Source: an optimization exercise on an open RTL-to-GDS flow (aim: small area and a short achievable clock period). Production flows keep margins and buffers that such runs may drop. RTL that was checked went through simulation tests only; none was proved equivalent to the original. Function not checked in runs 1, 2 and 4: the RTL went through the layout flow alone. Power figures rest on the tool's default switching activity, not on a simulated workload.

==> design.v <==
package fx_data_pkg;
  typedef logic [127:0] quad_t;
  typedef logic [31:0] word_t;
  typedef logic [15:0] half_t;
  typedef logic [6:0] reg_addr_t;
  typedef logic [17:0] imm_t;
  typedef logic [10:0] opcode_t;
  typedef logic [2:0] format_t;
  localparam word_t word_max = 32'h7fff_ffff;
  localparam word_t word_min = 32'h8000_0000;
  localparam half_t half_max = 16'h7fff;
  localparam half_t half_min = 16'h8000;
endpackage
package fx_isa_pkg;
  localparam logic [2:0]  fmt_rr   = 3'd0;
  localparam logic [2:0]  fmt_ri10 = 3'd4;
  localparam logic [10:0] op_ah  = 11'b00011001000;
  localparam logic [10:0] op_a   = 11'b00011000000;
  localparam logic [10:0] op_sfh = 11'b00001001000;
  localparam logic [10:0] op_sf  = 11'b00001000000;
  localparam logic [10:0] op_and  = 11'b00011000001;
  localparam logic [10:0] op_or   = 11'b00001000001;
  localparam logic [10:0] op_xor  = 11'b01001000001;
  localparam logic [10:0] op_nand = 11'b00011001001;
  localparam logic [10:0] op_ceqh = 11'b01111001000;
  localparam logic [10:0] op_ceq  = 11'b01111000000;
  localparam logic [10:0] op_cgth = 11'b01001001000;
  localparam logic [10:0] op_cgt  = 11'b01001000000;
  localparam logic [10:0] op_ahi   = 11'b000_00011101;
  localparam logic [10:0] op_ai    = 11'b000_00011100;
  localparam logic [10:0] op_sfhi  = 11'b000_00001101;
  localparam logic [10:0] op_sfi   = 11'b000_00001100;
  localparam logic [10:0] op_ceqhi = 11'b000_01111101;
  localparam logic [10:0] op_ceqi  = 11'b000_01111100;
  localparam logic [10:0] op_cgthi = 11'b000_01001101;
  localparam logic [10:0] op_cgti  = 11'b000_01001100;
  typedef enum logic [3:0] {
    op_none,
    op_add_h,
    op_add_w,
    op_sub_h,
    op_sub_w,
    op_and_q,
    op_or_q,
    op_xor_q,
    op_nand_q,
    op_ceq_h,
    op_ceq_w,
    op_cgt_h,
    op_cgt_w
  } fx_op_e;
endpackage
`timescale 1ns/1ns
import fx_isa_pkg::*;
module fx_decode (
  input  logic         reset,
  input  logic [2:0]   instr_format,
  input  logic [10:0]  op_code,
  input  logic         branch_is_taken,
  output logic         k_add,     
  output logic         k_sub,     
  output logic         k_ceq,     
  output logic         k_cgt,     
  output logic         k_and,
  output logic         k_or,
  output logic         k_xor,
  output logic         k_nand,
  output logic         negate,    
  output logic         is_half,   
  output logic         imm_half,  
  output logic         is_imm,    
  output logic         valid
);
  logic rr, ri;
  logic [7:0] hit;
  assign rr = (instr_format == fmt_rr);
  assign ri = (instr_format == fmt_ri10);
  always_comb begin
    hit = '0;
    if (rr) begin
      case (op_code)
        op_ah, op_a:     hit[0] = 1'b1;
        op_sfh, op_sf:   hit[1] = 1'b1;
        op_ceqh, op_ceq: hit[2] = 1'b1;
        op_cgth, op_cgt: hit[3] = 1'b1;
        op_and:          hit[4] = 1'b1;
        op_or:           hit[5] = 1'b1;
        op_xor:          hit[6] = 1'b1;
        op_nand:         hit[7] = 1'b1;
        default: ;
      endcase
    end else if (ri) begin
      case (op_code)
        op_ahi, op_ai:     hit[0] = 1'b1;
        op_sfhi, op_sfi:   hit[1] = 1'b1;
        op_ceqhi, op_ceqi: hit[2] = 1'b1;
        op_cgthi, op_cgti: hit[3] = 1'b1;
        default: ;
      endcase
    end
  end
  logic live;
  assign live   = ~branch_is_taken & ~reset;
  assign k_add  = hit[0] & live;
  assign k_sub  = hit[1] & live;
  assign k_ceq  = hit[2] & live;
  assign k_cgt  = hit[3] & live;
  assign k_and  = hit[4] & live;
  assign k_or   = hit[5] & live;
  assign k_xor  = hit[6] & live;
  assign k_nand = hit[7] & live;
  assign valid  = (|hit) & live;
  assign is_imm  = instr_format[2];
  assign negate  = instr_format[2] ? ~op_code[4] : ~(op_code[7] | op_code[0]);
  assign is_half = instr_format[2] ? op_code[0] : op_code[3];
  assign imm_half = op_code[0];
endmodule
`timescale 1ns/1ns
module fx_issue_reg (
  input  logic         clock,
  input  logic         k_add, k_sub, k_ceq, k_cgt, k_and, k_or, k_xor, k_nand,
  input  logic         negate,
  input  logic         is_half,
  input  logic         imm_half,  
  input  logic         is_imm,
  input  logic [127:0] src_a,
  input  logic [127:0] src_b,
  input  logic [9:0]   imm,
  input  logic [6:0]   in_dest,
  input  logic         in_write,
  output logic         q_ar, q_ceq, q_cgt,
  output logic         q_lg_g,      
  output logic         q_lg_p,      
  output logic         q_lg_n,      
  output logic         q_half,
  output logic [127:0] q_p,         
  output logic [127:0] q_g,         
  output logic [3:0]   q_ps16,      
  output logic [6:0]   q_dest,
  output logic         q_write
);
  logic [15:0]  imm_lo, imm_hi;
  logic [127:0] b, x, p, g, pk, gk;
  logic [3:0]   ps16;
  assign imm_lo = {{6{imm[9]}}, imm};
  assign imm_hi = imm_half ? imm_lo : {16{imm[9]}};
  assign b = is_imm ? {4{imm_hi, imm_lo}} : src_b;
  assign x = src_a ^ {128{negate}};
  assign p = x ^ b;
  assign g = x & b;
  for (genvar w = 0; w < 4; w++) begin : g_word
    logic hcin;
    assign hcin = is_half & negate;
    assign pk[32*w]          = src_a[32*w] ^ b[32*w];
    assign gk[32*w]          = g[32*w] | (p[32*w] & negate);
    assign pk[32*w+1 +: 15]  = p[32*w+1 +: 15];
    assign gk[32*w+1 +: 15]  = g[32*w+1 +: 15];
    assign pk[32*w+16]       = ~is_half & p[32*w+16];
    assign gk[32*w+16]       = g[32*w+16] | (p[32*w+16] & hcin);
    assign ps16[w]           = src_a[32*w+16] ^ b[32*w+16] ^ (negate & ~is_half);
    assign pk[32*w+17 +: 15] = p[32*w+17 +: 15];
    assign gk[32*w+17 +: 15] = g[32*w+17 +: 15];
  end
  always_ff @(posedge clock) begin
    q_ar    <= k_add | k_sub;
    q_ceq   <= k_ceq;
    q_cgt   <= k_cgt;
    q_lg_g  <= k_and | k_or;
    q_lg_p  <= k_or | k_xor;
    q_lg_n  <= k_nand;
    q_half  <= is_half;
    q_p     <= pk;
    q_g     <= gk;
    q_ps16  <= ps16;
    q_dest  <= in_dest;
    q_write <= in_write;
  end
endmodule
`timescale 1ns/1ns
module fx_execute (
  input  logic         reset,     
  input  logic         k_ar,      
  input  logic         k_ceq,
  input  logic         k_cgt,
  input  logic         lg_g,      
  input  logic         lg_p,
  input  logic         lg_n,
  input  logic         is_half,
  input  logic [127:0] p,
  input  logic [127:0] g,
  input  logic [3:0]   ps16,
  output logic [127:0] result
);
  for (genvar w = 0; w < 4; w++) begin : g_word
    logic [31:0] gg [0:5];
    logic [31:0] pp [0:5];
    logic [31:0] c, ps, sum;
    assign gg[0] = g[32*w +: 32];
    assign pp[0] = p[32*w +: 32];
    for (genvar l = 1; l <= 5; l++) begin : g_lv
      for (genvar i = 0; i < 32; i++) begin : g_bit
        if ((i >> (l - 1)) % 2 == 1) begin : g_op
          localparam int J = ((i >> (l - 1)) << (l - 1)) - 1;
          assign gg[l][i] = gg[l-1][i] | (pp[l-1][i] & gg[l-1][J]);
          assign pp[l][i] = pp[l-1][i] & pp[l-1][J];
        end else begin : g_cp
          assign gg[l][i] = gg[l-1][i];
          assign pp[l][i] = pp[l-1][i];
        end
      end
    end
    assign c  = {gg[5][30:0], 1'b0};
    assign ps = {p[32*w+17 +: 15], ps16[w], p[32*w +: 16]};
    assign sum = ps ^ {c[31:17], c[16] & ~is_half, c[15:0]};
    logic ovf_l, ovf_h, sgn_l, sgn_h, eq_l, eq_h;
    assign ovf_l = ~p[32*w+15] & (sum[15] ^ g[32*w+15]);
    assign sgn_l = ovf_l ? g[32*w+15] : sum[15];
    assign ovf_h = ~p[32*w+31] & (sum[31] ^ g[32*w+31]);
    assign sgn_h = ovf_h ? g[32*w+31] : sum[31];
    assign eq_l  = ~|ps[15:0];
    assign eq_h  = ~|ps[31:16];
    logic ovf_lo, sgn_lo, e_lo, e_hi;
    assign ovf_lo = is_half ? ovf_l : ovf_h;
    assign sgn_lo = is_half ? sgn_l : sgn_h;
    assign e_lo   = is_half ? eq_l : (eq_l & eq_h);
    assign e_hi   = is_half ? eq_h : (eq_l & eq_h);
    logic pass_lo, pass_hi, top_lo, rest_lo, top_hi, rest_hi;
    assign pass_lo = ~reset & k_ar & ~ovf_lo;
    assign pass_hi = ~reset & k_ar & ~ovf_h;
    assign rest_lo = ~reset & ((k_ar & ovf_lo & ~sgn_lo) | (k_cgt & sgn_lo) | (k_ceq & e_lo));
    assign top_lo  = ~reset & ((k_ar & ovf_lo & (is_half ? sgn_lo : ~sgn_lo)) |
                               (k_cgt & sgn_lo) | (k_ceq & e_lo));
    assign rest_hi = ~reset & ((k_ar & ovf_h & ~sgn_h) | (k_cgt & sgn_h) | (k_ceq & e_hi));
    assign top_hi  = ~reset & ((k_ar & ovf_h & sgn_h) | (k_cgt & sgn_h) | (k_ceq & e_hi));
    logic [31:0] lg, fill, pass;
    assign lg   = ({32{lg_g & ~reset}} & g[32*w +: 32]) | ({32{lg_p & ~reset}} & ps) |
                  ({32{lg_n & ~reset}} & ~g[32*w +: 32]);
    assign fill = {top_hi, {15{rest_hi}}, top_lo, {15{rest_lo}}};
    assign pass = {{16{pass_hi}}, {16{pass_lo}}};
    assign result[32*w +: 32] = (pass & sum) | fill | lg;
  end
endmodule
`timescale 1ns/1ns
module simple_fixed (
  input  logic                   clock,
  input  logic                   reset,
  input  logic [2:0]             instr_format,
  input  logic [10:0]            op_code,
  input  logic [6:0]             dest_reg_addr,
  input  logic [127:0]           src_reg_a,
  input  logic [127:0]           src_reg_b,
  input  logic [17:0]            imm_value,
  input  logic                   enable_reg_write,
  input  logic                   branch_is_taken,
  output logic [127:0]           wb_data,
  output logic [6:0]             wb_reg_addr,
  output logic                   wb_enable_reg_write
);
  logic k_add, k_sub, k_ceq, k_cgt, k_and, k_or, k_xor, k_nand;
  logic negate, is_half, imm_half, is_imm, valid;
  fx_decode i_decode (
    .reset           (reset),
    .instr_format    (instr_format),
    .op_code         (op_code),
    .branch_is_taken (branch_is_taken),
    .k_add (k_add), .k_sub (k_sub), .k_ceq (k_ceq), .k_cgt (k_cgt),
    .k_and (k_and), .k_or (k_or), .k_xor (k_xor), .k_nand (k_nand),
    .negate (negate), .is_half (is_half), .imm_half (imm_half), .is_imm (is_imm),
    .valid (valid)
  );
  logic         q_ar, q_ceq, q_cgt, q_lg_g, q_lg_p, q_lg_n, q_half, q_write;
  logic [127:0] q_p, q_g, result;
  logic [3:0]   q_ps16;
  logic [6:0]   q_dest;
  fx_issue_reg i_issue_reg (
    .clock (clock),
    .k_add (k_add), .k_sub (k_sub), .k_ceq (k_ceq), .k_cgt (k_cgt),
    .k_and (k_and), .k_or (k_or), .k_xor (k_xor), .k_nand (k_nand),
    .negate (negate), .is_half (is_half), .imm_half (imm_half), .is_imm (is_imm),
    .src_a (src_reg_a), .src_b (src_reg_b), .imm (imm_value[9:0]),
    .in_dest  (valid ? dest_reg_addr : 7'd0),
    .in_write (valid & enable_reg_write),
    .q_ar (q_ar), .q_ceq (q_ceq), .q_cgt (q_cgt),
    .q_lg_g (q_lg_g), .q_lg_p (q_lg_p), .q_lg_n (q_lg_n), .q_half (q_half),
    .q_p (q_p), .q_g (q_g), .q_ps16 (q_ps16),
    .q_dest (q_dest), .q_write (q_write)
  );
  fx_execute i_execute (
    .reset (reset),
    .k_ar (q_ar), .k_ceq (q_ceq), .k_cgt (q_cgt),
    .lg_g (q_lg_g), .lg_p (q_lg_p), .lg_n (q_lg_n), .is_half (q_half),
    .p (q_p), .g (q_g), .ps16 (q_ps16),
    .result (result)
  );
  always_ff @(posedge clock) begin
    wb_data <= result;
    if (reset) begin
      wb_reg_addr         <= '0;
      wb_enable_reg_write <= 1'b0;
    end else begin
      wb_reg_addr         <= q_dest;
      wb_enable_reg_write <= q_write;
    end
  end
endmodule
==> flow/run.sh <==
#!/bin/bash
# The standard layout (standard.sh: unchanged synthesis and steps) with two changes to how
# cells are chosen: the port buffers are the smallest buffer cell instead of the one
# buffer_ports picks by default, and clock tree synthesis uses clkbuf_4/clkbuf_8 in clusters
# of up to 16 sinks, without dummy loads. ORFS writes each step's log under orfs/logs/;
# make's own output goes to make_finish.log.
set -euo pipefail
cd "$(dirname "$0")/.."
bash standard.sh \
  "BUFFER_PORTS_ARGS=-buffer_cell sky130_fd_sc_hd__buf_1" \
  "CTS_ARGS=-sink_clustering_enable -repair_clock_nets -dont_use_dummy_load -buf_list {sky130_fd_sc_hd__clkbuf_4 sky130_fd_sc_hd__clkbuf_8} -sink_clustering_size 16 -sink_clustering_max_diameter 60" \
  finish > make_finish.log 2>&1
==> standard.sh <==
#!/bin/bash
# synth_recipe.tcl (not shown) runs the flow's synth.tcl, then flattens the netlist and writes it again
# the make line also repeats each setting of config.mk as NAME=value (left out here)
make -C /OpenROAD-flow-scripts/flow DESIGN_CONFIG=/design/flow/config.mk WORK_HOME=/design/flow/orfs CLKGATE_MAP_FILE= SYNTH_SCRIPT=/design/flow/synth_recipe.tcl "${@:-finish}"
==> config.mk <==
export PLATFORM = sky130hd
export DESIGN_NAME = simple_fixed
export DESIGN_NICKNAME = simple_fixed
export VERILOG_FILES = /design/flow/design.v
export SDC_FILE = /design/flow/constraint.sdc
export NUM_CORES = 4
export LEC_CHECK = 0
export ABC_AREA = 1
export CAP_MARGIN = 20
export CORE_MARGIN = 2
export CORE_UTILIZATION = 40
export SETUP_SLACK_MARGIN = 2.75
export SLEW_MARGIN = 20
==> constraint.sdc <==
create_clock -name core_clock -period 5.0 [get_ports {clock}]
set_input_delay 1.0000 -clock core_clock [delete_from_list [all_inputs] [get_ports {clock}]]
set_output_delay 1.0000 -clock core_clock [all_outputs]
set_load 0.01 [all_outputs]
==> metrics.cfg, run 1 <==
[status]
status = complete, no violations

[drt]
routed_wl_um = 77600
met3_length_um = 5650
wl_per_cell_um = 19.5
met1_length_um = 33700
vias_per_cell = 5.30
drt_iter0_markers = 1603
num_vias = 21100
highest_layer = met5
drtPass1Iterations = 8
ant_nets = 0
drc = 0
wl_met2_um = 35400

[setup_path]
end_kind = register
critPathKind = in2reg
r2r_cells = 14
cp_data_required_time_ps = 5530
start_kind = input pin
rrSetupSlack_ps = 2810
timing.rr.end = wb_data[16]
rr_startpoint = i_issue_reg.q_p[9]
crit_fanout = 5
critPathArrivalTime_ps = 2810

[job]
max_cap_viol_count = 0

[global_routing]
grt_max_degree = 70
track_usage_pct = 26.5
grt_overflow = 0
grt_pass1_wl_um = 114000
antenna_found_initial = 8
grt_pass1_vias = 20500

[sta]
max_slew_margin_pct = 42.0
setup_viol = 0
rsz0062_at_grt = true
fin_crit_sh_pct = 45.7
slew_violations = 0
max_freq_mhz = 438
holdWs_ps = 379
hold_viol = 0
finalSetupTns_ps = 0
tightestPinTransition_ps = 868
finalWorstPathRequiredPeriod_ps = 2290
finClkSkew_ps = 73.1

[floorplanning]
coreArea_um2 = 52800
die_h_um = 235
rows = 84
chipWidth_um = 235
initial_utilization_pct = 40.6
die_area_um2 = 55500
ios = 435

[hold_path]
hp-class = reg2reg
min_path_cells = 2
hold_end = wb_reg_addr[2]
min_from = i_issue_reg.q_dest[2]

[synth]
synth_cells = 2831
mappedNetlistArea_um2 = 21400
syn_avg_cell_area_um2 = 7.57
ys.flop_type = dfxtp_1
synth_warnings = 12
seq_area_frac_synth_pct = 38.4
synthesis.nets = 3270
synth-seq-cells = 411
async_reset_ff_share_pct = 0
synth-edff-count = 0
synth_cell_types = 42

[power_and_ir_drop]
peakVddDrop_uv = 172
p_per_area_nw_per_um2 = 312
p_leak_nw = 11.8

[layout]
fin_util_pct = 48.9
nets = 3730
drive_gt1_share_pct = 11.8
layout.cells.most_common = nor2_1
area_delta_synth_final_pct = 20.5
final_cell_mix = nor2_1 (441), nand2_1 (437), buf_1 (422), dfxtp_1 (397), inv_1 (294)

[placed_design]
gp_congestion = 0.900
port_buffers = 426
dpl.hpwl_um = 52900

[clock_network]
cts-root-buf = clkbuf_8
cts.sinks = 411
cts-buffers-inserted = 39
clkTransAtPathRegs_ps = 90
clk_path_buf_depth = 3
cts_tree = built
htreeDepth = 2
ctsHoldBuffers = 0
clk-insertion-delay-late_ps = 660

==> worst max-delay path, cell delays in order <==
cell	delay, ps
clkbuf_4	170
clkinvlp_4	130
buf_4	170
nor2_4	340
nand2_1	90
nand2_1	510
nor2_1	90
ha_1	310
==> cells by family (layout without fill, tap and decap cells) <==
family	count (synthesis)	after routing	share of synthesized area [%]
XOR/XNOR	184	184	7.52
other	0	4	0
AO/OA/AOI/OAI	386	390	11.5
adder cells (fa/ha/maj)	140	140	8.17
buffers and inverters	408	856	7.58
AND/OR/NAND/NOR	1302	1308	26.8
flip-flops	411	411	38.4
==> cell usage after synthesis (2+ instances only) <==
cell type | number | area share, %
clkbuf_1 | 61 | 1.1
o21ai_0 | 61 | 1.4
ha_1 | 140 | 8.2
nor2_1 | 452 | 7.9
a21oi_2 | 23 | 0.94
xnor2_1 | 138 | 5.6
nand4_1 | 21 | 0.61
o21bai_1 | 4 | 0.14
buf_2 | 15 | 0.35
a21boi_1 | 4 | 0.14
nand2_2 | 76 | 2.2
nand2_4 | 24 | 1.3
o21ai_1 | 19 | 0.44
inv_1 | 301 | 5.3
clkinv_1 | 5 | 0.088
o21a_2 | 4 | 0.16
buf_1 | 6 | 0.11
nor4_1 | 29 | 0.85
o211ai_1 | 3 | 0.11
buf_4 | 6 | 0.21
nand2_1 | 473 | 8.3
inv_2 | 7 | 0.12
nand3_1 | 191 | 4.5
dfxtp_1 | 411 | 38
nand3_2 | 10 | 0.47
nor3_2 | 2 | 0.093
a21oi_1 | 133 | 3.1
nor3_1 | 14 | 0.33
nor2_2 | 5 | 0.15
o21a_1 | 3 | 0.11
xor2_1 | 46 | 1.9
buf_6 | 7 | 0.37
a211oi_1 | 4 | 0.14
o22ai_1 | 34 | 0.99
or2_2 | 2 | 0.058
a221oi_1 | 85 | 3.5
o221ai_1 | 4 | 0.16
a31o_2 | 4 | 0.16
==> area by class of cell <==
cell class              instances  area [µm²]
fillers                      5265       26900
multi-input cells            2022       12500
flip-flops and latches        411        8250
repair buffers                504        2480
inverters                     313        1210
well taps                     688         861
clock buffers                  39         537
diodes                          4        10.0
==> routing by layer <==
metal,vias up,track usage [%]
li1,10200,-
met1,9914,34.2
met2,864,43.8
met3,163,4.51
met4,8,10.7
met5,-,0
==> where the power goes <==
group / leakage [nW] / total [mW] / switching [mW] / internal, mW
sequential: 3.40 / 4.04 / 0.400 / 3.64
combinational: 8.11 / 2.20 / 1.34 / 0.863
clock: 0.280 / 1.81 / 1.11 / 0.697
==> per-stage QoR <==
step	instance area (µm²)	setup WS [ps]	power, mW	std cells
after detailed placement	23700	920	5.98	3873
final	25800	2710	8.05	3981
after CTS	24900	2670	7.89	3935
after global placement	23700	1000	5.92	3873
after floorplan	21500	2740	5.39	2831
after global routing	25800	2690	8.53	3979
==> what timing repair did <==
| item | in CTS | in global routing |
|---|---|---|
| cloned | 8 | 7 |
| buffers inserted | 15 | 35 |
| setup endpoints to repair | 396 | 149 |
| hold endpoints to repair | 0 | 0 |
| gates resized for setup | 91 | 116 |
| pin swaps | 11 | 47 |
==> worst max-delay path by stage <==
stage,slack (ps),to,startpoint,cells past startpoint
2_1_floorplan,2740,i_issue_reg.q_p[91],op_code[0],7
3_3_place_gp,1000,wb_data[81],reset,10
3_5_place_dp,920,wb_data[81],reset,10
4_1_cts,2670,wb_data[81],reset,10
5_1_grt,2690,wb_data[28],i_issue_reg.q_p[1],17
6_report,2710,i_issue_reg.q_p[119],instr_format[2],8
==> registers in the layout, indices dropped and copies added (netlist names) <==
register	count
i_issue_reg.q_ps16	4
i_issue_reg.q_half	1
i_issue_reg.q_cgt	1
i_issue_reg.q_g	128
i_issue_reg.q_ceq	1
wb_data	128
i_issue_reg.q_lg_p	1
i_issue_reg.q_p	128
i_issue_reg.q_lg_g	1
wb_reg_addr	7
i_issue_reg.q_write	1
wb_enable_reg_write	1
i_issue_reg.q_ar	1
i_issue_reg.q_lg_n	1
i_issue_reg.q_dest	7
==> inputs of run 2 (changes only) <==
--- a/design.v
+++ b/design.v
@@ -69,3 +69,2 @@
   output logic         is_half,   
-  output logic         imm_half,  
   output logic         is_imm,    
@@ -115,3 +114,2 @@
   assign is_half = instr_format[2] ? op_code[0] : op_code[3];
-  assign imm_half = op_code[0];
 endmodule
@@ -123,3 +121,2 @@
   input  logic         is_half,
-  input  logic         imm_half,  
   input  logic         is_imm,
@@ -145,3 +142,3 @@
   assign imm_lo = {{6{imm[9]}}, imm};
-  assign imm_hi = imm_half ? imm_lo : {16{imm[9]}};
+  assign imm_hi = is_half ? imm_lo : {16{imm[9]}};
   assign b = is_imm ? {4{imm_hi, imm_lo}} : src_b;
@@ -153,3 +150,3 @@
     assign hcin = is_half & negate;
-    assign pk[32*w]          = src_a[32*w] ^ b[32*w];
+    assign pk[32*w]          = p[32*w] ^ negate;
     assign gk[32*w]          = g[32*w] | (p[32*w] & negate);
@@ -159,3 +156,3 @@
     assign gk[32*w+16]       = g[32*w+16] | (p[32*w+16] & hcin);
-    assign ps16[w]           = src_a[32*w+16] ^ b[32*w+16] ^ (negate & ~is_half);
+    assign ps16[w]           = p[32*w+16] ^ hcin;
     assign pk[32*w+17 +: 15] = p[32*w+17 +: 15];
@@ -215,6 +212,6 @@
     logic ovf_l, ovf_h, sgn_l, sgn_h, eq_l, eq_h;
-    assign ovf_l = ~p[32*w+15] & (sum[15] ^ g[32*w+15]);
-    assign sgn_l = ovf_l ? g[32*w+15] : sum[15];
-    assign ovf_h = ~p[32*w+31] & (sum[31] ^ g[32*w+31]);
-    assign sgn_h = ovf_h ? g[32*w+31] : sum[31];
+    assign ovf_l = gg[5][14] ^ gg[5][15];
+    assign sgn_l = p[32*w+15] ^ gg[5][15];
+    assign ovf_h = gg[5][30] ^ gg[5][31];
+    assign sgn_h = p[32*w+31] ^ gg[5][31];
     assign eq_l  = ~|ps[15:0];
@@ -259,3 +256,3 @@
   logic k_add, k_sub, k_ceq, k_cgt, k_and, k_or, k_xor, k_nand;
-  logic negate, is_half, imm_half, is_imm, valid;
+  logic negate, is_half, is_imm, valid;
   fx_decode i_decode (
@@ -267,4 +264,3 @@
     .k_and (k_and), .k_or (k_or), .k_xor (k_xor), .k_nand (k_nand),
-    .negate (negate), .is_half (is_half), .imm_half (imm_half), .is_imm (is_imm),
-    .valid (valid)
+    .negate (negate), .is_half (is_half), .is_imm (is_imm), .valid (valid)
   );
@@ -278,3 +274,3 @@
     .k_and (k_and), .k_or (k_or), .k_xor (k_xor), .k_nand (k_nand),
-    .negate (negate), .is_half (is_half), .imm_half (imm_half), .is_imm (is_imm),
+    .negate (negate), .is_half (is_half), .is_imm (is_imm),
     .src_a (src_reg_a), .src_b (src_reg_b), .imm (imm_value[9:0]),
==> run 2 against run 1 <==
Still clean. Register-to-register slack worse by 50 ps. Global-route usage is 0.61 points lower. Final area is 5.0% higher. Total power is 3.7% higher. Utilization is 1.5 points higher. Setup slack better by 48 ps. Critical endpoint is now wb_data[51].
==> metrics.cfg, run 2 <==
[synth]
yosysTopAreaCell = dfxtp_1  ; unchanged
synth_cell_types = 51  ; was 42
synth_top_area_share_pct = 37.9  ; was 38.4%
synthMuxAreaShare_pct = 0  ; unchanged
synth-xor-area-share_pct = 7.23  ; was 7.52%
syn_avg_cell_area_um2 = 7.47  ; was 7.57 µm²
synth-compound-area-share_pct = 12.2  ; was 11.5%
mappedNetlistArea_um2 = 21700  ; was 21,400 µm²
yosysMostFrequentCell = nand2_1  ; unchanged
async_reset_ff_share_pct = 0  ; unchanged
synth-simple-area-share_pct = 26.2  ; was 26.8%
synth-edff-count = 0  ; unchanged
synthAdderAreaFrac_pct = 8.45  ; was 8.17%
synthesis.nets = 3347  ; was 3,270
synth_top_family_by_area = simple AND/OR/NAND/NOR gates  ; unchanged
synth-seq-cells = 411  ; unchanged
ys.flop_type = dfxtp_1  ; unchanged
synth_warnings = 12  ; unchanged
synth_cells = 2904  ; was 2,831
seq_area_frac_synth_pct = 37.9  ; was 38.4%
ys_top_cells_by_area = dfxtp_1 (38%), nand2_1 (9.3%), nor2_1 (8.2%)  ; was dfxtp_1 (38%), nand2_1 (8.3%), ha_1 (8.2%)
synth_commonest_cells = nand2_1 (538), nor2_1 (472), dfxtp_1 (411)  ; was nand2_1 (473), nor2_1 (452), dfxtp_1 (411)

[sta]
fin_crit_sh_pct = 44.8  ; was 45.7%
finClkSkew_ps = 53.4  ; was 73.1 ps
slew_violations = 0  ; unchanged
hold_viol = 0  ; unchanged
finalSetupTns_ps = 0  ; unchanged
max_slew_margin_pct = 43.0  ; was 42.0%
setup_ws_ps = 2760  ; was 2710 ps
rsz0062_at_grt = true  ; unchanged
tightestPinTransition_ps = 855  ; was 868 ps
max_freq_mhz = 447  ; was 438 MHz
finalWorstPathRequiredPeriod_ps = 2240  ; was 2290 ps
setup_viol = 0  ; unchanged

[setup_path]
timing.rr.end = wb_data[51]  ; was wb_data[16]
startpoint = i_issue_reg.q_p[47]  ; was instr_format[2]
endpoint = wb_data[51]  ; was i_issue_reg.q_p[119]
cp_data_required_time_ps = 5520  ; was 5530 ps
rrSetupSlack_ps = 2760  ; was 2810 ps
critPathKind = reg2reg  ; was in2reg
crit_fanout = 7  ; was 5
rr_startpoint = i_issue_reg.q_p[47]  ; was i_issue_reg.q_p[9]
start_kind = register  ; was input pin
r2r_cells = 13  ; was 14
end_kind = register  ; unchanged
critPathArrivalTime_ps = 2760  ; was 2810 ps

[drt]
met3_length_um = 4460  ; was 5650 µm
drtPass1Iterations = 6  ; was 8
met1_length_um = 33300  ; was 33,700 µm
wl_met2_um = 35600  ; was 35,400 µm
routed_wl_um = 76100  ; was 77,600 µm
drc = 0  ; unchanged
drt_iter0_markers = 1344  ; was 1,603
highest_layer = met5  ; unchanged
vias_per_cell = 5.15  ; was 5.30
wl_per_cell_um = 18.7  ; was 19.5 µm
num_vias = 21000  ; was 21,100
ant_nets = 0  ; unchanged

[floorplanning]
rows = 85  ; was 84
coreArea_um2 = 53700  ; was 52,800 µm²
ios = 435  ; unchanged
initial_utilization_pct = 40.4  ; was 40.6%
chipWidth_um = 237  ; was 235 µm
die_area_um2 = 56100  ; was 55,500 µm²
die_h_um = 237  ; was 235 µm

[status]
status = complete, no violations  ; unchanged

[power_and_ir_drop]
p_total_mw = 8.35  ; was 8.05 mW
p_leak_nw = 12.7  ; was 11.8 nW
p_per_area_nw_per_um2 = 308  ; was 312 nW/µm²
peakVddDrop_uv = 224  ; was 172 µV

[clock_network]
clk_path_buf_depth = 3  ; unchanged
clk-insertion-delay-late_ps = 650  ; was 660 ps
clkTransAtPathRegs_ps = 100  ; was 90 ps
cts-buffers-inserted = 43  ; was 39
htreeDepth = 2  ; unchanged
cts_tree = built  ; unchanged
ctsHoldBuffers = 0  ; unchanged
cts-root-buf = clkbuf_8  ; unchanged
cts.sinks = 411  ; unchanged

[global_routing]
antenna_found_initial = 6  ; was 8
grt_pass1_vias = 19800  ; was 20,500
grt_overflow = 0  ; unchanged
grt_max_degree = 99  ; was 70
grt_pass1_wl_um = 112000  ; was 114,000 µm
track_usage_pct = 25.8  ; was 26.5%

[layout]
nets = 3822  ; was 3,730
biggestRegsByFlops = i_issue_reg.q_g x128, i_issue_reg.q_p x128, wb_data x128  ; unchanged
drive_gt1_share_pct = 16.3  ; was 11.8%
area_delta_synth_final_pct = 25.0  ; was 20.5%
layout.cells.most_common = nor2_1  ; unchanged
final_cell_mix = nor2_1 (452), nand2_1 (446), buf_1 (422), dfxtp_1 (353), inv_1 (296)  ; was nor2_1 (441), nand2_1 (437), buf_1 (422), dfxtp_1 (397), inv_1 (294)

[placed_design]
place_ws_ps = 1430  ; was 920 ps
dpl.hpwl_um = 51100  ; was 52,900 µm
gp_congestion = 0.881  ; was 0.900
port_buffers = 426  ; unchanged

[hold_path]
hp-class = reg2reg  ; unchanged
min_path_cells = 2  ; unchanged

[job]
max_cap_viol_count = 0  ; unchanged

[run 2: cell types whose count changed in the layout (fill, tap and decap cells not counted), sizes merged, moves of 17 or more]
cell   previous run  this run
xnor2           138         9
nor2            458       479
nand2           579       610
buf             497       516
o22ai            34        51
nand3           201       174
xor2             46       170
[run 2: how the worst min path moves through the flow]
stage / from / slack (ps) / end
CTS: i_issue_reg.q_dest[2] / 370 / wb_reg_addr[2]
global route: i_issue_reg.q_dest[2] / 380 / wb_reg_addr[2]
finish: i_issue_reg.q_dest[2] / 360 / wb_reg_addr[2]
global placement: i_issue_reg.q_write / 390 / wb_enable_reg_write
floorplan: i_issue_reg.q_write / 390 / wb_enable_reg_write
detailed placement: i_issue_reg.q_write / 400 / wb_enable_reg_write
[run 2: per-stage QoR]
step / utilization, % / cell area (µm²) / instances / hold slack [ps]
after floorplan: - / 21700 / 2904 / 388
after global placement: 44.5 / 23900 / 3947 / 388
after detailed placement: 44.5 / 23900 / 3947 / 396
after CTS: 47.7 / 25600 / 4039 / 368
after global routing: 50.5 / 27100 / 4075 / 379
final: 50.5 / 27100 / 4076 / 359
[run 2: worst max-delay path, stage by stage, from the launching register on]
cell      delay [ps]
dfxtp_1          480
nand2_1          160
nor3_2           270
nand2_4          110
nand2_8          110
nand2_4           80
nand2_4           70
nand2_4           80
buf_6            130
a21oi_4          200
buf_6            130
buf_6            100
nand2_1           40
o211ai_1         150
[run 2: kinds of logic after synthesis]
| family | after synthesis |
|---|---|
| adders and majority gates | 144 |
| DFF | 411 |
| and+or+nand+nor | 1330 |
| buffers and inverters | 424 |
| AOI/OAI and AO/OA | 416 |
| xor gates and xnor gates | 179 |
[run 2: per-layer routing]
layer  up-vias  global-route usage [%]
li1      10400                       -
met1      9761                    33.2
met2       665                    43.3
met3       146                    4.33
met4         6                    10.2
met5         -                       0
[run 2: timing repair]
action                                  4_1_cts  5_1_grt
setup buffers                                36       31
endpoints found under the setup margin      364      188
hold endpoints to repair                      0        0
resized for setup                           132      325
pin swaps                                    21       57
cloned                                       13        3
[run 2: area by class of cell]
type,count,area [µm²]
tap,696,871
inverter,320,1240
clock buffer,43,592
antenna,3,7.51
multi-input combinational,2081,13400
timing repair buffer,522,2700
sequential,411,8310
fill,5359,26600
[run 2: power by group]
part | switching, mW | leakage [nW] | total (mW) | internal, mW
clock | 1.14 | 0.309 | 1.90 | 0.764
combinational | 1.48 | 9.01 | 2.40 | 0.921
sequential | 0.396 | 3.40 | 4.05 | 3.65
==> inputs of run 3 (changes only) <==
--- a/design.v
+++ b/design.v
@@ -150,3 +150,3 @@
     assign hcin = is_half & negate;
-    assign pk[32*w]          = p[32*w] ^ negate;
+    assign pk[32*w]          = src_a[32*w] ^ b[32*w];
     assign gk[32*w]          = g[32*w] | (p[32*w] & negate);
@@ -156,3 +156,3 @@
     assign gk[32*w+16]       = g[32*w+16] | (p[32*w+16] & hcin);
-    assign ps16[w]           = p[32*w+16] ^ hcin;
+    assign ps16[w]           = src_a[32*w+16] ^ b[32*w+16] ^ (negate & ~is_half);
     assign pk[32*w+17 +: 15] = p[32*w+17 +: 15];
@@ -212,6 +212,6 @@
     logic ovf_l, ovf_h, sgn_l, sgn_h, eq_l, eq_h;
-    assign ovf_l = gg[5][14] ^ gg[5][15];
-    assign sgn_l = p[32*w+15] ^ gg[5][15];
-    assign ovf_h = gg[5][30] ^ gg[5][31];
-    assign sgn_h = p[32*w+31] ^ gg[5][31];
+    assign ovf_l = ~p[32*w+15] & (sum[15] ^ g[32*w+15]);
+    assign sgn_l = ovf_l ? g[32*w+15] : sum[15];
+    assign ovf_h = ~p[32*w+31] & (sum[31] ^ g[32*w+31]);
+    assign sgn_h = ovf_h ? g[32*w+31] : sum[31];
     assign eq_l  = ~|ps[15:0];
==> flow/run.sh (replaced) <==
#!/bin/bash
# The standard layout (standard.sh: unchanged synthesis and steps) with two changes to how
# cells are chosen: the port buffers are the smallest buffer cell instead of the one
# buffer_ports picks by default, and clock tree synthesis uses clkbuf_4/clkbuf_8 in clusters
# of up to 18 sinks, without dummy loads. ORFS writes each step's log under orfs/logs/;
# make's own output goes to make_finish.log.
set -euo pipefail
cd "$(dirname "$0")/.."
bash standard.sh \
  "BUFFER_PORTS_ARGS=-buffer_cell sky130_fd_sc_hd__buf_1" \
  "CTS_ARGS=-sink_clustering_enable -repair_clock_nets -dont_use_dummy_load -buf_list {sky130_fd_sc_hd__clkbuf_4 sky130_fd_sc_hd__clkbuf_8} -sink_clustering_size 18 -sink_clustering_max_diameter 60" \
  finish > make_finish.log 2>&1
==> run 3 against run 2 <==
Sequential power about the same. Wire length hardly changed. Clock power about the same. Total power fell by 5.1%. Final area decreased by 6.8%. Sequential share of layout area grew 2.0 points. Die area fell by 1.2%. Sequential cell count is the same. Non-clock buffer count shrank 44. Synthesized cell count decreased by 2.2%. First-iteration DRC count grew 13%.
==> metrics.cfg, run 3 <==
[synth]
ys_top_cells_by_area = dfxtp_1 (38%), nand2_1 (8.6%), ha_1 (8.2%)  ; was dfxtp_1 (38%), nand2_1 (9.3%), nor2_1 (8.2%)
synth_cells = 2839  ; was 2,904
synth-edff-count = 0  ; unchanged
synth-seq-cells = 411  ; unchanged
yosysTopAreaCell = dfxtp_1  ; unchanged
seq_area_frac_synth_pct = 38.4  ; was 37.9%
ys.flop_type = dfxtp_1  ; unchanged
yosysMostFrequentCell = nand2_1  ; unchanged
synthesis.nets = 3278  ; was 3,347
synth_warnings = 12  ; unchanged
synth_commonest_cells = nand2_1 (490), nor2_1 (443), dfxtp_1 (411)  ; was nand2_1 (538), nor2_1 (472), dfxtp_1 (411)
synth_top_area_share_pct = 38.4  ; was 37.9%
async_reset_ff_share_pct = 0  ; unchanged
synth_cell_types = 42  ; was 51
syn_avg_cell_area_um2 = 7.54  ; was 7.47 µm²
mappedNetlistArea_um2 = 21400  ; was 21,700 µm²

[sta]
setup_viol = 0  ; unchanged
max_freq_mhz = 445  ; was 447 MHz
hold_viol = 0  ; unchanged
max_slew_margin_pct = 42.0  ; was 43.0%
finalSetupTns_ps = 0  ; unchanged
slew_violations = 0  ; unchanged
rsz0062_at_grt = true  ; unchanged
finalWorstPathRequiredPeriod_ps = 2250  ; was 2240 ps
holdWs_ps = 395  ; was 359 ps
tightestPinTransition_ps = 870  ; was 855 ps
finClkSkew_ps = 73.0  ; was 53.4 ps
fin_crit_sh_pct = 44.9  ; was 44.8%

[setup_path]
cp_slowest_cell = xor2_1  ; was dfxtp_1
critPathTopFamily = buffers and inverters  ; was simple AND/OR/NAND/NOR gates
rr_startpoint = i_issue_reg.q_p[97]  ; was i_issue_reg.q_p[47]
cp_data_required_time_ps = 5560  ; was 5520 ps
critPathKind = in2reg  ; was reg2reg
slowest_delay_ps = 350  ; was 480 ps
end_kind = register  ; unchanged
critPathArrivalTime_ps = 2810  ; was 2760 ps
crit_fanout = 40  ; was 7
crit_chain = clkbuf_4 -> inv_6 -> nand3_4 -> nand2_8 -> buf_12 -> xor2_1 -> ha_1  ; was nand2_1 -> nor3_2 -> nand2_4 -> nand2_8 -> nand2_4 -> nand2_4 -> nand2_4 -> buf_6 -> a21oi_4 -> buf_6 -> buf_6 -> nand2_1 -> o211ai_1
startpoint = instr_format[2]  ; was i_issue_reg.q_p[47]
start_kind = input pin  ; was register
cp.buffers_inverters = 3  ; unchanged

[drt]
drt_iter0_markers = 1513  ; was 1,344
routed_wl_um = 76100  ; about the same
ant_nets = 0  ; unchanged
num_vias = 20800  ; was 21,000
drtPass1Iterations = 6  ; unchanged
drc = 0  ; unchanged
vias_per_cell = 5.26  ; was 5.15
wl_per_cell_um = 19.2  ; was 18.7 µm

[global_routing]
grt_pass1_wl_um = 114000  ; was 112,000 µm
track_usage_pct = 26.3  ; was 25.8%
grt_max_degree = 69  ; was 99
grt_overflow = 0  ; unchanged
grt_pass1_vias = 20300  ; was 19,800
antenna_found_initial = 9  ; was 6

[clock_network]
htreeDepth = 2  ; unchanged
clkTransAtPathRegs_ps = 110  ; was 100 ps
cts-root-buf = clkbuf_8  ; unchanged
cts_tree = built  ; unchanged
cts.sinks = 411  ; unchanged
clk_path_buf_depth = 3  ; unchanged
ctsHoldBuffers = 0  ; unchanged
clk-insertion-delay-late_ps = 650  ; about the same
cts-buffers-inserted = 42  ; was 43

[floorplanning]
rows = 84  ; was 85
initial_utilization_pct = 40.6  ; was 40.4%
coreArea_um2 = 52800  ; was 53,700 µm²
die_area_um2 = 55400  ; was 56,100 µm²
ios = 435  ; unchanged
die_h_um = 235  ; was 237 µm
chipWidth_um = 235  ; was 237 µm

[layout]
nets = 3715  ; was 3,822
drive_gt1_share_pct = 9.99  ; was 16.3%
area_delta_synth_final_pct = 17.9  ; was 25.0%
biggestRegsByFlops = i_issue_reg.q_g x128, i_issue_reg.q_p x128, wb_data x128  ; unchanged
layout.cells.most_common = nand2_1  ; was nor2_1
final_cell_mix = nand2_1 (467), nor2_1 (434), buf_1 (418), dfxtp_1 (396), inv_1 (301)  ; was nor2_1 (452), nand2_1 (446), buf_1 (422), dfxtp_1 (353), inv_1 (296)

[placed_design]
dpl.hpwl_um = 53400  ; was 51,100 µm
gp_congestion = 0.917  ; was 0.881
port_buffers = 426  ; unchanged

[power_and_ir_drop]
peakVddDrop_uv = 213  ; was 224 µV
p_leak_nw = 11.9  ; was 12.7 nW
p_per_area_nw_per_um2 = 314  ; was 308 nW/µm²

[hold_path]
min_from = i_issue_reg.q_dest[5]  ; was i_issue_reg.q_dest[2]
hp-class = reg2reg  ; unchanged

[job]
max_cap_viol_count = 0  ; unchanged

[status]
status = complete, no violations  ; unchanged

==> run 3: changes by cell type in the layout (fill, tap and decap cells not counted), moves of 16 or more <==
cell / change
buf_6: -16
nand2_1: +21
nand3_2: -16
o22ai_1: -17
nor2_1: -18
nor4_1: +22
nand2_2: -36
nand3_1: +58
o21ai_0: +28
dfxtp_2: -38
dfxtp_1: +43
==> run 3: logic make-up after synthesis <==
group / after synthesis / synth area share (%)
buffers and inverters: 415 / 7.69
AND/OR/NAND/NOR: 1301 / 26.6
XOR/XNOR: 184 / 7.52
AO/OA/AOI/OAI: 388 / 11.6
flip-flops: 411 / 38.4
adder cells (fa/ha/maj): 140 / 8.18
==> run 3: repair_timing <==
action                                  CTS  global route
pin swaps                                13            20
buffers inserted                         13            21
cloned                                    7             3
resized for setup                        81            76
endpoints found under the setup margin  340           144
==> run 3: area by class of cell <==
type                    count  area [µm²]
fillers                  5301       27500
flip-flops and latches    411        8250
multi-input cells        2023       12200
well taps                 688         861
diodes                      3        7.51
repair buffers            478        2080
inverters                 320        1230
clock buffers              42         578
==> run 3: worst reg2reg max path: cells and delay by family, from the launching register on <==
family	cells	cell delay, ps
buf+inv	1	50
fa+ha+maj	1	180
flops	1	330
simple gates	17	1490
==> run 3: routing by layer <==
metal	up-vias	track usage, %	share of wire, %
li1	10100	-	-
met1	9804	33.0	43
met2	734	45.6	48
met3	167	4.41	6.1
met4	12	9.13	3.5
met5	-	0	0.093
==> run 3: per-stage QoR <==
stage	setup slack, ps	utilization, %	cells	total power [mW]	instance area (µm²)
after floorplan	2720	-	2839	5.28	21500
after global placement	1640	44.8	3876	5.81	23600
after detailed placement	1580	44.8	3876	5.87	23600
after CTS	2720	46.9	3938	7.85	24800
after global routing	2680	47.9	3965	8.41	25200
final	2750	47.9	3965	7.93	25200
==> run 3: report_power, final <==
| part | switching (mW) | total, mW | internal, mW | leakage, nW |
|---|---|---|---|---|
| Combinational | 1.24 | 2.00 | 0.758 | 8.20 |
| Clock | 1.15 | 1.90 | 0.747 | 0.302 |
| Sequential | 0.399 | 4.03 | 3.63 | 3.40 |
==> run 3: worst paths after layout <==
| check | endpoint | slack, ps | cells after the start |
|---|---|---|---|
| setup reg to reg | wb_data[109] | 2810 | 19 |
| hold / removal | wb_reg_addr[5] | 390 | 2 |
| hold reg to reg | wb_reg_addr[5] | 390 | 2 |
| setup / recovery | i_issue_reg.q_p[114] | 2750 | 7 |
==> inputs of run 4 (changes only) <==
--- a/design.v
+++ b/design.v
@@ -127,6 +127,3 @@
   input  logic         in_write,
-  output logic         q_ar, q_ceq, q_cgt,
-  output logic         q_lg_g,      
-  output logic         q_lg_p,      
-  output logic         q_lg_n,      
+  output logic         q_ar, q_ceq, q_cgt, q_and, q_or, q_xor, q_nand,
   output logic         q_half,
@@ -150,3 +147,3 @@
     assign hcin = is_half & negate;
-    assign pk[32*w]          = src_a[32*w] ^ b[32*w];
+    assign pk[32*w]          = p[32*w] ^ negate;
     assign gk[32*w]          = g[32*w] | (p[32*w] & negate);
@@ -156,3 +153,3 @@
     assign gk[32*w+16]       = g[32*w+16] | (p[32*w+16] & hcin);
-    assign ps16[w]           = src_a[32*w+16] ^ b[32*w+16] ^ (negate & ~is_half);
+    assign ps16[w]           = p[32*w+16] ^ hcin;
     assign pk[32*w+17 +: 15] = p[32*w+17 +: 15];
@@ -164,5 +161,6 @@
     q_cgt   <= k_cgt;
-    q_lg_g  <= k_and | k_or;
-    q_lg_p  <= k_or | k_xor;
-    q_lg_n  <= k_nand;
+    q_and   <= k_and;
+    q_or    <= k_or;
+    q_xor   <= k_xor;
+    q_nand  <= k_nand;
     q_half  <= is_half;
@@ -177,3 +175,2 @@
 module fx_execute (
-  input  logic         reset,     
   input  logic         k_ar,      
@@ -181,5 +178,6 @@
   input  logic         k_cgt,
-  input  logic         lg_g,      
-  input  logic         lg_p,
-  input  logic         lg_n,
+  input  logic         k_and,
+  input  logic         k_or,
+  input  logic         k_xor,
+  input  logic         k_nand,
   input  logic         is_half,
@@ -188,3 +186,6 @@
   input  logic [3:0]   ps16,
-  output logic [127:0] result
+  output logic [127:0] data,
+  output logic [7:0]   pass,
+  output logic [7:0]   top,
+  output logic [7:0]   rest
 );
@@ -223,16 +224,12 @@
     assign e_hi   = is_half ? eq_h : (eq_l & eq_h);
-    logic pass_lo, pass_hi, top_lo, rest_lo, top_hi, rest_hi;
-    assign pass_lo = ~reset & k_ar & ~ovf_lo;
-    assign pass_hi = ~reset & k_ar & ~ovf_h;
-    assign rest_lo = ~reset & ((k_ar & ovf_lo & ~sgn_lo) | (k_cgt & sgn_lo) | (k_ceq & e_lo));
-    assign top_lo  = ~reset & ((k_ar & ovf_lo & (is_half ? sgn_lo : ~sgn_lo)) |
-                               (k_cgt & sgn_lo) | (k_ceq & e_lo));
-    assign rest_hi = ~reset & ((k_ar & ovf_h & ~sgn_h) | (k_cgt & sgn_h) | (k_ceq & e_hi));
-    assign top_hi  = ~reset & ((k_ar & ovf_h & sgn_h) | (k_cgt & sgn_h) | (k_ceq & e_hi));
-    logic [31:0] lg, fill, pass;
-    assign lg   = ({32{lg_g & ~reset}} & g[32*w +: 32]) | ({32{lg_p & ~reset}} & ps) |
-                  ({32{lg_n & ~reset}} & ~g[32*w +: 32]);
-    assign fill = {top_hi, {15{rest_hi}}, top_lo, {15{rest_lo}}};
-    assign pass = {{16{pass_hi}}, {16{pass_lo}}};
-    assign result[32*w +: 32] = (pass & sum) | fill | lg;
+    assign pass[2*w]   = ~((k_ar & ovf_lo) | k_cgt | k_ceq);
+    assign pass[2*w+1] = ~((k_ar & ovf_h) | k_cgt | k_ceq);
+    assign rest[2*w]   = (k_ar & ovf_lo & ~sgn_lo) | (k_cgt & sgn_lo) | (k_ceq & e_lo);
+    assign top[2*w]    = (k_ar & ovf_lo & (is_half ? sgn_lo : ~sgn_lo)) | (k_cgt & sgn_lo) |
+                         (k_ceq & e_lo);
+    assign rest[2*w+1] = (k_ar & ovf_h & ~sgn_h) | (k_cgt & sgn_h) | (k_ceq & e_hi);
+    assign top[2*w+1]  = (k_ar & ovf_h & sgn_h) | (k_cgt & sgn_h) | (k_ceq & e_hi);
+    assign data[32*w +: 32] = ({32{k_ar}} & sum) |
+                              ({32{k_and | k_or}} & g[32*w +: 32]) | ({32{k_or | k_xor}} & ps) |
+                              ({32{k_nand}} & ~g[32*w +: 32]);
   end
@@ -266,4 +263,5 @@
   );
-  logic         q_ar, q_ceq, q_cgt, q_lg_g, q_lg_p, q_lg_n, q_half, q_write;
-  logic [127:0] q_p, q_g, result;
+  logic         q_ar, q_ceq, q_cgt, q_and, q_or, q_xor, q_nand, q_half, q_write;
+  logic [127:0] q_p, q_g, data, r_data;
+  logic [7:0]   pass, top, rest, r_pass, r_top, r_rest;
   logic [3:0]   q_ps16;
@@ -278,4 +276,4 @@
     .in_write (valid & enable_reg_write),
-    .q_ar (q_ar), .q_ceq (q_ceq), .q_cgt (q_cgt),
-    .q_lg_g (q_lg_g), .q_lg_p (q_lg_p), .q_lg_n (q_lg_n), .q_half (q_half),
+    .q_ar (q_ar), .q_ceq (q_ceq), .q_cgt (q_cgt), .q_and (q_and), .q_or (q_or),
+    .q_xor (q_xor), .q_nand (q_nand), .q_half (q_half),
     .q_p (q_p), .q_g (q_g), .q_ps16 (q_ps16),
@@ -284,11 +282,13 @@
   fx_execute i_execute (
-    .reset (reset),
-    .k_ar (q_ar), .k_ceq (q_ceq), .k_cgt (q_cgt),
-    .lg_g (q_lg_g), .lg_p (q_lg_p), .lg_n (q_lg_n), .is_half (q_half),
+    .k_ar (q_ar), .k_ceq (q_ceq), .k_cgt (q_cgt), .k_and (q_and), .k_or (q_or),
+    .k_xor (q_xor), .k_nand (q_nand), .is_half (q_half),
     .p (q_p), .g (q_g), .ps16 (q_ps16),
-    .result (result)
+    .data (data), .pass (pass), .top (top), .rest (rest)
   );
   always_ff @(posedge clock) begin
-    wb_data <= result;
+    r_data <= data;
     if (reset) begin
+      r_pass              <= '0;
+      r_top               <= '0;
+      r_rest              <= '0;
       wb_reg_addr         <= '0;
@@ -296,2 +296,5 @@
     end else begin
+      r_pass              <= pass;
+      r_top               <= top;
+      r_rest              <= rest;
       wb_reg_addr         <= q_dest;
@@ -300,2 +303,6 @@
   end
+  for (genvar j = 0; j < 8; j++) begin : g_out
+    assign wb_data[16*j +: 16] = ({16{r_pass[j]}} & r_data[16*j +: 16]) |
+                                 {r_top[j], {15{r_rest[j]}}};
+  end
 endmodule
==> flow/run.sh (replaced) <==
#!/bin/bash
# The standard layout (standard.sh, unchanged synthesis and steps), except that the port
# buffers are the smallest buffer cell instead of the one buffer_ports picks by default.
# ORFS writes each step's log under orfs/logs/; make's own output goes to make_finish.log.
set -euo pipefail
cd "$(dirname "$0")/.."
bash standard.sh "BUFFER_PORTS_ARGS=-buffer_cell sky130_fd_sc_hd__buf_1" finish > make_finish.log 2>&1
--- a/config.mk
+++ b/config.mk
@@ -11,3 +11,4 @@
 export CORE_UTILIZATION = 40
-export SETUP_SLACK_MARGIN = 2.75
+export CTS_BUF_LIST = sky130_fd_sc_hd__clkbuf_4 sky130_fd_sc_hd__clkbuf_8
+export SETUP_SLACK_MARGIN = 2.4
 export SLEW_MARGIN = 20
==> run 4 against run 3 <==
Highest routed layer is now met4. Still clean. Combinational power down 15%. Total power up 21%. Sequential share of layout area up 0.21 points. Synthesized area up 4.2%. Largest cell class unchanged. Register-to-register slack worse by 240 ps. First-iteration DRC count down 21%. Synthesized cell count up 9.1%. Non-clock buffer count down 11. Worst hold slack worse by 9.3 ps.
==> metrics.cfg, run 4 <==
[status]
status = complete, no violations  ; unchanged

[power_and_ir_drop]
peakVddDrop_uv = 186  ; was 213 µV
power_frac_comb_pct = 17.9  ; was 25.3%
p_switching_mw = 2.98  ; was 2.79 mW
internal_power_mw = 6.60  ; was 5.13 mW
power_frac_seq_pct = 44.0  ; was 50.8%
p_leak_nw = 12.9  ; was 11.9 nW
clkPwrFrac_pct = 38.2  ; was 23.9%
p_per_area_nw_per_um2 = 359  ; was 314 nW/µm²
power_switching_share_pct = 31.1  ; was 35.2%

[synth]
synth_cells = 3098  ; was 2,839
async_reset_ff_share_pct = 0  ; unchanged
synth_cell_types = 49  ; was 42
seq_area_frac_synth_pct = 39.1  ; was 38.4%
syn_avg_cell_area_um2 = 7.20  ; was 7.54 µm²
ys_top_cells_by_area = dfxtp_1 (39%), nand2_1 (14%), ha_1 (7.9%)  ; was dfxtp_1 (38%), nand2_1 (8.6%), ha_1 (8.2%)
yosysTopAreaCell = dfxtp_1  ; unchanged
synthesis.nets = 3541  ; was 3,278
ys.flop_type = dfxtp_1  ; unchanged
synth_top_area_share_pct = 39.1  ; was 38.4%
yosysMostFrequentCell = nand2_1  ; unchanged
mappedNetlistArea_um2 = 22300  ; was 21,400 µm²
synth-seq-cells = 436  ; was 411
synth_commonest_cells = nand2_1 (822), dfxtp_1 (436), nor2_1 (419)  ; was nand2_1 (490), nor2_1 (443), dfxtp_1 (411)
synth-edff-count = 0  ; unchanged
synth_warnings = 12  ; unchanged

[placed_design]
gp_congestion = 0.897  ; was 0.917
place_area_um2 = 24600  ; was 23,600 µm²
dp.cells = 4174  ; was 3,876
dpl.hpwl_um = 53200  ; was 53,400 µm
place_ws_ps = 1050  ; was 1580 ps
port_buffers = 426  ; unchanged

[job]
max_cap_viol_count = 0  ; unchanged

[clock_network]
clk-insertion-delay-late_ps = 660  ; was 650 ps
cts_tree = built  ; unchanged
clk_path_buf_depth = 3  ; unchanged
ctsHoldBuffers = 0  ; unchanged
cts-buffers-inserted = 77  ; was 42
htreeDepth = 3  ; was 2
cts-root-buf = clkbuf_8  ; unchanged
cts.sinks = 436  ; was 411
clkTransAtPathRegs_ps = 60  ; was 110 ps

[hold_path]
hp-class = reg2reg  ; unchanged

[layout]
biggestRegsByFlops = i_issue_reg.q_g x128, i_issue_reg.q_p x128, r_data x128  ; was i_issue_reg.q_g x128, i_issue_reg.q_p x128, wb_data x128
final_area_um2 = 26700  ; was 25,200 µm²
fill_cells = 5716  ; was 5,301
layout.cells.most_common = nand2_1  ; unchanged
final_cell_mix = nand2_1 (817), dfxtp_1 (420), nor2_1 (411), buf_1 (391), inv_1 (287)  ; was nand2_1 (467), nor2_1 (434), buf_1 (418), dfxtp_1 (396), inv_1 (301)
drive_gt1_share_pct = 9.12  ; was 9.99%
nets = 3969  ; was 3,715
area_delta_synth_final_pct = 19.6  ; was 17.9%
fin_cells = 4328  ; was 3,965

[drt]
wl_per_cell_um = 17.5  ; was 19.2 µm
drtPass1Iterations = 5  ; was 6
routed_wl_um = 75600  ; was 76,100 µm
ant_nets = 0  ; unchanged
drc = 0  ; unchanged
drt_iter0_markers = 1191  ; was 1,513
num_vias = 21600  ; was 20,800
vias_per_cell = 5.00  ; was 5.26

[sta]
max_freq_mhz = 393  ; was 445 MHz
finalSetupTns_ps = 0  ; unchanged
rsz0062_at_grt = true  ; unchanged
slew_violations = 0  ; unchanged
tightestPinTransition_ps = 969  ; was 870 ps
setup_ws_ps = 2450  ; was 2750 ps
max_slew_margin_pct = 35.4  ; was 42.0%
holdWs_ps = 386  ; was 395 ps
finClkSkew_ps = 25.4  ; was 73.0 ps
fin_crit_sh_pct = 50.9  ; was 44.9%
hold_viol = 0  ; unchanged
finalWorstPathRequiredPeriod_ps = 2550  ; was 2250 ps
setup_viol = 0  ; unchanged

[floorplanning]
die_h_um = 240  ; was 235 µm
die_area_um2 = 57700  ; was 55,400 µm²
rows = 86  ; was 84
chipWidth_um = 240  ; was 235 µm
coreArea_um2 = 55100  ; was 52,800 µm²
ios = 435  ; unchanged
initial_utilization_pct = 40.5  ; was 40.6%

[setup_path]
critPathKind = reg2out  ; was in2reg
critPathArrivalTime_ps = 1550  ; was 2810 ps
cp_data_required_time_ps = 4000  ; was 5560 ps
slowest_delay_ps = 410  ; was 350 ps
start_kind = register  ; was input pin
crit_fanout = 8  ; was 40
rrSetupSlack_ps = 2570  ; was 2810 ps
cp_slowest_cell = dfxtp_2  ; was xor2_1
end_kind = primary output  ; was register
crit_chain = clkinvlp_4 -> nand2_1 -> buf_1  ; was clkbuf_4 -> inv_6 -> nand3_4 -> nand2_8 -> buf_12 -> xor2_1 -> ha_1

[global_routing]
grt_overflow = 0  ; unchanged
track_usage_pct = 25.9  ; was 26.3%
grt_max_degree = 64  ; was 69
grt_pass1_wl_um = 114000  ; about the same
antenna_found_initial = 7  ; was 9
grt_pass1_vias = 20400  ; was 20,300

[run 4: cell count changes in the layout (fill, tap and decap cells not counted), sizes merged, moves of 27 or more]
cell,change
buf,-27
o21ai,+34
nand3,-66
a221oi,-72
clkbuf,+88
nand2,+270
xor2,-40
nand4,+28
[run 4: logic make-up (layout without fill, tap and decap cells)]
group	count (synthesis)	count (layout)	share of synthesized area [%]
compound gates	428	428	11.6
flops	436	436	39.1
simple gates	1531	1532	28.4
fa+ha+maj	144	144	8.21
xor+xnor	135	135	5.30
buf+inv	424	899	7.33
other cells	0	6	0
[run 4: worst max-delay path, delay by kind of cell, from the launching register on]
family / cells / cell delay (ps)
flip-flops: 1 / 410
buffers and inverters: 2 / 360
AND/OR/NAND/NOR: 1 / 120
[run 4: repair_timing]
item                                    4_1_cts  5_1_grt
cloned                                        3        1
pin swaps                                     1        0
gates resized for setup                      52       33
endpoints found under the setup margin      388      104
setup buffers                                17        0
[run 4: area by class of cell]
cell class / count / area, µm² / share of cell area, %
Timing Repair inverter: 3 / 22.5 / 0.0844
Inverter: 302 / 1170 / 4.38
Antenna cell: 6 / 15.0 / 0.0562
Clock buffer: 114 / 1500 / 5.62
Tap cell: 748 / 936 / 3.51
Sequential cell: 436 / 8770 / 32.9
Multi-Input combinational cell: 2239 / 12000 / 45.1
Clock inverter: 13 / 203 / 0.759
Timing Repair Buffer: 467 / 2040 / 7.65
[run 4: worst paths after layout]
path,start,end,depth (start not counted)
worst min-delay path,i_issue_reg.q_dest[6],wb_reg_addr[6],2
worst max-delay path,r_rest[1],wb_data[25],3
worst min register to register,i_issue_reg.q_dest[6],wb_reg_addr[6],2
worst max register to register,i_issue_reg.q_ar,r_rest[2],7
[run 4: metal layers]
metal	track usage, %	share of wire, %	vias up	wire, µm
met5	0	0	-	0
met4	10.5	3.7	0	2830
met3	4.26	5.5	165	4130
met2	44.6	48	670	36100
met1	32.1	43	9913	32500
li1	-	-	10900	-
[run 4: power groups by stage]
stage               logic (mW)  registers, mW  clock network, mW
finish                    1.71           4.21               3.66
detailed placement        1.69           4.28                  0
global route              1.98           4.27               3.90
CTS                       1.71           4.20               3.73
floorplan                 1.25           4.16                  0
global placement          1.66           4.28                  0
[run 4: stage by stage]
step                utilization (%)  total power [mW]
finish                         48.5              9.58
global placement               44.7              5.94
global route                   48.5              10.1
CTS                            48.3              9.65
floorplan                         -              5.41
detailed placement             44.7              5.96

afterwards: timing with drivers on the ports:
Ports are ideal in the flow. The routed layouts listed here were re-timed in OpenROAD.
Step 1 (the two cells are an assumption about what drives the block):
set clk [get_ports {clock}]
set_driving_cell -lib_cell sky130_fd_sc_hd__clkbuf_16 $clk
set_driving_cell -lib_cell sky130_fd_sc_hd__buf_2 [delete_from_list [all_inputs] $clk]
Step 2 adds t to the input delays and takes it off the output delays; t is the mean of the earliest and latest rising clock arrival at the registers after step 1. Input paths then give back, and output paths get back, about the clock's delay inside the block.
a / b / c = ideal / step 1 / step 2; a / b = the first two.
run	t (ns)	setup WS [ns]	latest minus earliest clock arrival (ns)
run 1	0.677	2.714 / 2.742 / 2.064	0.074 / 0.073
run 2	0.684	2.762 / 2.732 / 2.134	0.055 / 0.056
run 3	0.678	2.754 / 2.734 / 2.108	0.088 / 0.087
run 4	0.701	2.454 / 2.401 / 1.774	0.026 / 0.027
After both steps setup and hold are still met in every run listed. The setup slack of run 4, which loses most, moves by -0.053 ns with the drivers and by -0.680 ns with both steps.
